This is an optimization exercise on Yosys and OpenROAD, whose aim is small area, not a production implementation. At most, simulation tests tie the RTL to the original design; equivalence was not proved. Power is estimated from default activity; no workload was simulated.

==> flow/design.v <==
package img_inv_pkg;
   localparam int FRAME_BYTES_DEF = 158;
   typedef logic [7:0] byte_t;
   typedef enum logic [2:0] {
      IDLE,
      RX_FILL,
      TX_LOAD,
      TX_SEND,
      TX_WAIT,
      DONE,
      CK_SEND,
      CK_WAIT
   } state_t;
endpackage
module img_frame_buf
#(
   parameter int LANES = 8,
   parameter int RINGS = 20,
   parameter int LW    = 3
) (
   input  logic          clock,
   input  logic          we,
   input  logic [LW-1:0] wcell,
   input  logic [7:0]    wdata,
   input  logic          shift,
   input  logic          hold,
   input  logic [LW-1:0] rcell,
   output logic [7:0]    rdata
);
   logic [7:0] ring [0:RINGS-1][0:LANES-1];
   always_ff @(posedge clock) begin
      for (int i = 0; i < LANES; i++) begin
         if (we && wcell == LW'(i)) ring[0][i] <= wdata;
         else if (i == 0)           ring[0][i] <= ~ring[0][LANES-1];
         else                       ring[0][i] <= ring[0][i-1];
      end
      for (int j = 1; j < RINGS; j++) begin
         ring[j][0] <= ~(({8{hold}} | ring[j-1][LANES-1]) & ({8{shift}} | ring[j][LANES-1]));
         for (int i = 1; i < LANES; i++) ring[j][i] <= ring[j][i-1];
      end
   end
   always_comb begin
      rdata = '0;
      for (int i = 0; i < LANES; i++)
         rdata = rdata | (ring[RINGS-1][i] & {8{rcell == LW'(i)}});
   end
endmodule
import img_inv_pkg::*;
module img_inv_stream_ctrl
#(
   parameter int FRAME_BYTES = FRAME_BYTES_DEF,
   parameter int ADDR_W      = 8,
   parameter int CNT_W       = 12
) (
   input  logic             clock,
   input  logic             reset_rtl,
   input  logic [7:0]       i_rx_data,
   input  logic             i_rx_data_valid,
   input  logic             i_invert_en,
   output logic [7:0]       o_tx_data,
   output logic             o_tx_data_valid,
   input  logic             i_tx_done,
   output logic             o_busy,
   output logic             o_frame_done,
   output logic             o_overrun,
   output logic [CNT_W-1:0] o_frame_count,
   output logic [2:0]       o_dbg_state
);
   localparam int LANES = 8;
   localparam int LW    = 3;    
   localparam int RINGS = (FRAME_BYTES + LANES - 1) / LANES;
   localparam int FINAL = LANES * (RINGS - 1);
   localparam logic [ADDR_W-1:0] LAST = ADDR_W'(FRAME_BYTES - 1);
   img_inv_pkg::state_t state, state_next;
   logic [ADDR_W-1:0] cnt;
   logic              inv_q;
   logic [7:0]        rdata;
   logic [LW-1:0]     pos;
   logic [LANES-1:0]  pend;
   logic              hold;       
   logic              idle, we, rd, adv, mark, last;
   logic [CNT_W-1:0]  frames_q;   
   logic [3:0]        tcnt;
   logic              pinv, rinv;
   assign idle  = (state == IDLE);
   assign we    = (idle || state == RX_FILL) && i_rx_data_valid;
   assign rd    = (state == TX_SEND);
   assign last  = (cnt == LAST);
   assign adv   = we || (state == TX_WAIT && i_tx_done);
   assign mark  = (we && (idle || int'(cnt) < FINAL)) || rd;
   assign pinv  = tcnt[3] ^ (tcnt[2:0] < pos);
   assign rinv  = pinv ^ (pos == '0);
   img_frame_buf #(.LANES(LANES), .RINGS(RINGS), .LW(LW)) u_buf (
      .clock (clock),
      .we    (we),
      .wcell (pos),
      .wdata (i_rx_data ^ {8{pinv}}),
      .shift (pend[LANES-1]),
      .hold  (hold),
      .rcell (pos - LW'(1)),
      .rdata (rdata)
   );
   assign o_busy       = !idle;
   assign o_dbg_state  = state;
   assign o_frame_done = (state == DONE);
   assign o_frame_count = frames_q + CNT_W'(o_frame_done);
   always_comb begin
      state_next = state;
      case (state)
         IDLE:    if (i_rx_data_valid) state_next = RX_FILL;
         RX_FILL: if (i_rx_data_valid && last) state_next = TX_LOAD;
         TX_LOAD: state_next = TX_SEND;
         TX_SEND: state_next = TX_WAIT;
         TX_WAIT: if (i_tx_done) state_next = last ? DONE : TX_LOAD;
         default: state_next = IDLE;
      endcase
   end
   always_ff @(posedge clock) begin
      if (idle) begin
         cnt   <= ADDR_W'(1);
         inv_q <= i_invert_en;
      end else if (state == RX_FILL && i_rx_data_valid) begin
         cnt <= last ? '0 : cnt + ADDR_W'(1);
      end else if (state == TX_WAIT && i_tx_done) begin
         cnt <= cnt + ADDR_W'(1);
      end
   end
   always_ff @(posedge clock) begin
      if (reset_rtl) begin
         pos  <= '0;
         pend <= '0;
         hold <= 1'b1;
         tcnt <= '0;
      end else begin
         tcnt <= tcnt + 4'd1;
         hold <= !((mark && pos == LW'(LANES-1)) || pend[LANES-2]);
         if (state == RX_FILL && i_rx_data_valid && last) pos <= pos + LW'(FRAME_BYTES);
         else if (!adv)                                    pos <= pos + LW'(1);
         for (int i = 0; i < LANES; i++)
            pend[i] <= (mark && pos == LW'(i)) || (i > 0 && pend[(i+LANES-1)%LANES]);
      end
   end
   always_ff @(posedge clock) begin
      if (reset_rtl) begin
         state           <= IDLE;
         o_tx_data       <= '0;
         o_tx_data_valid <= 1'b0;
         o_overrun       <= 1'b0;
         frames_q        <= '0;
      end else begin
         state           <= state_next;
         o_tx_data_valid <= rd;
         if (rd) o_tx_data <= (inv_q ^ rinv) ? ~rdata : rdata;
         frames_q        <= o_frame_count;
         if (i_rx_data_valid && !idle && state != RX_FILL) o_overrun <= 1'b1;
      end
   end
endmodule
clock: 5.0 ns
lec_check: 0
cap_margin: 20
core_margin: 2
core_utilization: 40
cts_buf_list: sky130_fd_sc_hd__clkbuf_8
cts_cluster_diameter: 60
cts_cluster_size: 20
slew_margin: 20
standard.sh (not shown) runs the stock make flow with config.mk's settings and CLKGATE_MAP_FILE= SYNTH_SCRIPT=/design/flow/synth_recipe.tcl, a recipe that flattens the netlist after the stock synthesis.
==> flow/flow/run.sh <==
#!/bin/bash
# Layout flow: the standard ORFS flow (standard.sh, standard synthesis
# unchanged) with two changes:
#  - ports are buffered with the smallest buffer (buf_1) instead of the
#    default choice;
#  - clock tree: clkbuf_8 sink buffers, clusters of at most 20 sinks, and no
#    dummy loads.
# ORFS writes each step's full log under orfs/logs/; make's own output goes
# to standard.log in the work folder.
set -euo pipefail
export BUFFER_PORTS_ARGS="-buffer_cell sky130_fd_sc_hd__buf_1"
export CTS_ARGS="-sink_clustering_enable -repair_clock_nets -dont_use_dummy_load -buf_list sky130_fd_sc_hd__clkbuf_8 -sink_clustering_size 20 -sink_clustering_max_diameter 60"
bash standard.sh > standard.log 2>&1
==> next run, changes <==
--- a/flow/design.v
+++ b/flow/design.v
@@ -29,15 +29,14 @@
 );
    logic [7:0] ring [0:RINGS-1][0:LANES-1];
    always_ff @(posedge clock) begin
       for (int i = 0; i < LANES; i++) begin
          if (we && wcell == LW'(i)) ring[0][i] <= wdata;
-         else if (i == 0)           ring[0][i] <= ~ring[0][LANES-1];
-         else                       ring[0][i] <= ring[0][i-1];
+         else                       ring[0][i] <= ring[0][(i+LANES-1)%LANES];
       end
       for (int j = 1; j < RINGS; j++) begin
-         ring[j][0] <= ~(({8{hold}} | ring[j-1][LANES-1]) & ({8{shift}} | ring[j][LANES-1]));
+         ring[j][0] <= ({8{shift}} & ring[j-1][LANES-1]) | ({8{hold}} & ring[j][LANES-1]);
          for (int i = 1; i < LANES; i++) ring[j][i] <= ring[j][i-1];
       end
    end
    always_comb begin
       rdata = '0;
@@ -78,25 +77,21 @@
    logic [LW-1:0]     pos;
    logic [LANES-1:0]  pend;
    logic              hold;       
    logic              idle, we, rd, adv, mark, last;
    logic [CNT_W-1:0]  frames_q;   
-   logic [3:0]        tcnt;
-   logic              pinv, rinv;
    assign idle  = (state == IDLE);
    assign we    = (idle || state == RX_FILL) && i_rx_data_valid;
    assign rd    = (state == TX_SEND);
    assign last  = (cnt == LAST);
    assign adv   = we || (state == TX_WAIT && i_tx_done);
    assign mark  = (we && (idle || int'(cnt) < FINAL)) || rd;
-   assign pinv  = tcnt[3] ^ (tcnt[2:0] < pos);
-   assign rinv  = pinv ^ (pos == '0);
    img_frame_buf #(.LANES(LANES), .RINGS(RINGS), .LW(LW)) u_buf (
       .clock (clock),
       .we    (we),
       .wcell (pos),
-      .wdata (i_rx_data ^ {8{pinv}}),
+      .wdata (i_rx_data),
       .shift (pend[LANES-1]),
       .hold  (hold),
       .rcell (pos - LW'(1)),
       .rdata (rdata)
    );
@@ -128,13 +123,11 @@
    always_ff @(posedge clock) begin
       if (reset_rtl) begin
          pos  <= '0;
          pend <= '0;
          hold <= 1'b1;
-         tcnt <= '0;
       end else begin
-         tcnt <= tcnt + 4'd1;
          hold <= !((mark && pos == LW'(LANES-1)) || pend[LANES-2]);
          if (state == RX_FILL && i_rx_data_valid && last) pos <= pos + LW'(FRAME_BYTES);
          else if (!adv)                                    pos <= pos + LW'(1);
          for (int i = 0; i < LANES; i++)
             pend[i] <= (mark && pos == LW'(i)) || (i > 0 && pend[(i+LANES-1)%LANES]);
@@ -148,11 +141,11 @@
          o_overrun       <= 1'b0;
          frames_q        <= '0;
       end else begin
          state           <= state_next;
          o_tx_data_valid <= rd;
-         if (rd) o_tx_data <= (inv_q ^ rinv) ? ~rdata : rdata;
+         if (rd) o_tx_data <= inv_q ? ~rdata : rdata;
          frames_q        <= o_frame_count;
          if (i_rx_data_valid && !idle && state != RX_FILL) o_overrun <= 1'b1;
       end
    end
 endmodule
Outcome: Final cell count went down by a few percent; clock-buffer cell count does not change; cell area went up slightly; non-clock buffer count went down by 1; total power went down slightly.
The RTL of the first run of this note was laid out without a check of its function.

==> re-timing with driven ports <==
No port has a modelled driver above. Below, the same layouts with a new extraction and two added sets of constraints. Step 1: set_driving_cell puts a clkbuf_16 on clock and a buf_2 on each other input, an assumption about the parent block. Step 2 moves the port delays by t, midway between the first and last clock arrival at a register: inputs arrive t later, outputs are due t later. That takes back most of the time a late clock gives input paths. a / b / c = no drivers / after step 1 / after step 2; a / b = the first two.
run | t, ns | slack for setup (ns) | worst setup path at the end | clock arrival spread, ns
the first run | 0.707 | 1.081 / 1.026 / 1.733 | register to output | 0.089 / 0.088
the second run | 0.692 | 1.239 / 1.184 / 1.876 | register to output | 0.084 / 0.084
After both steps setup and hold are still met in every run listed.
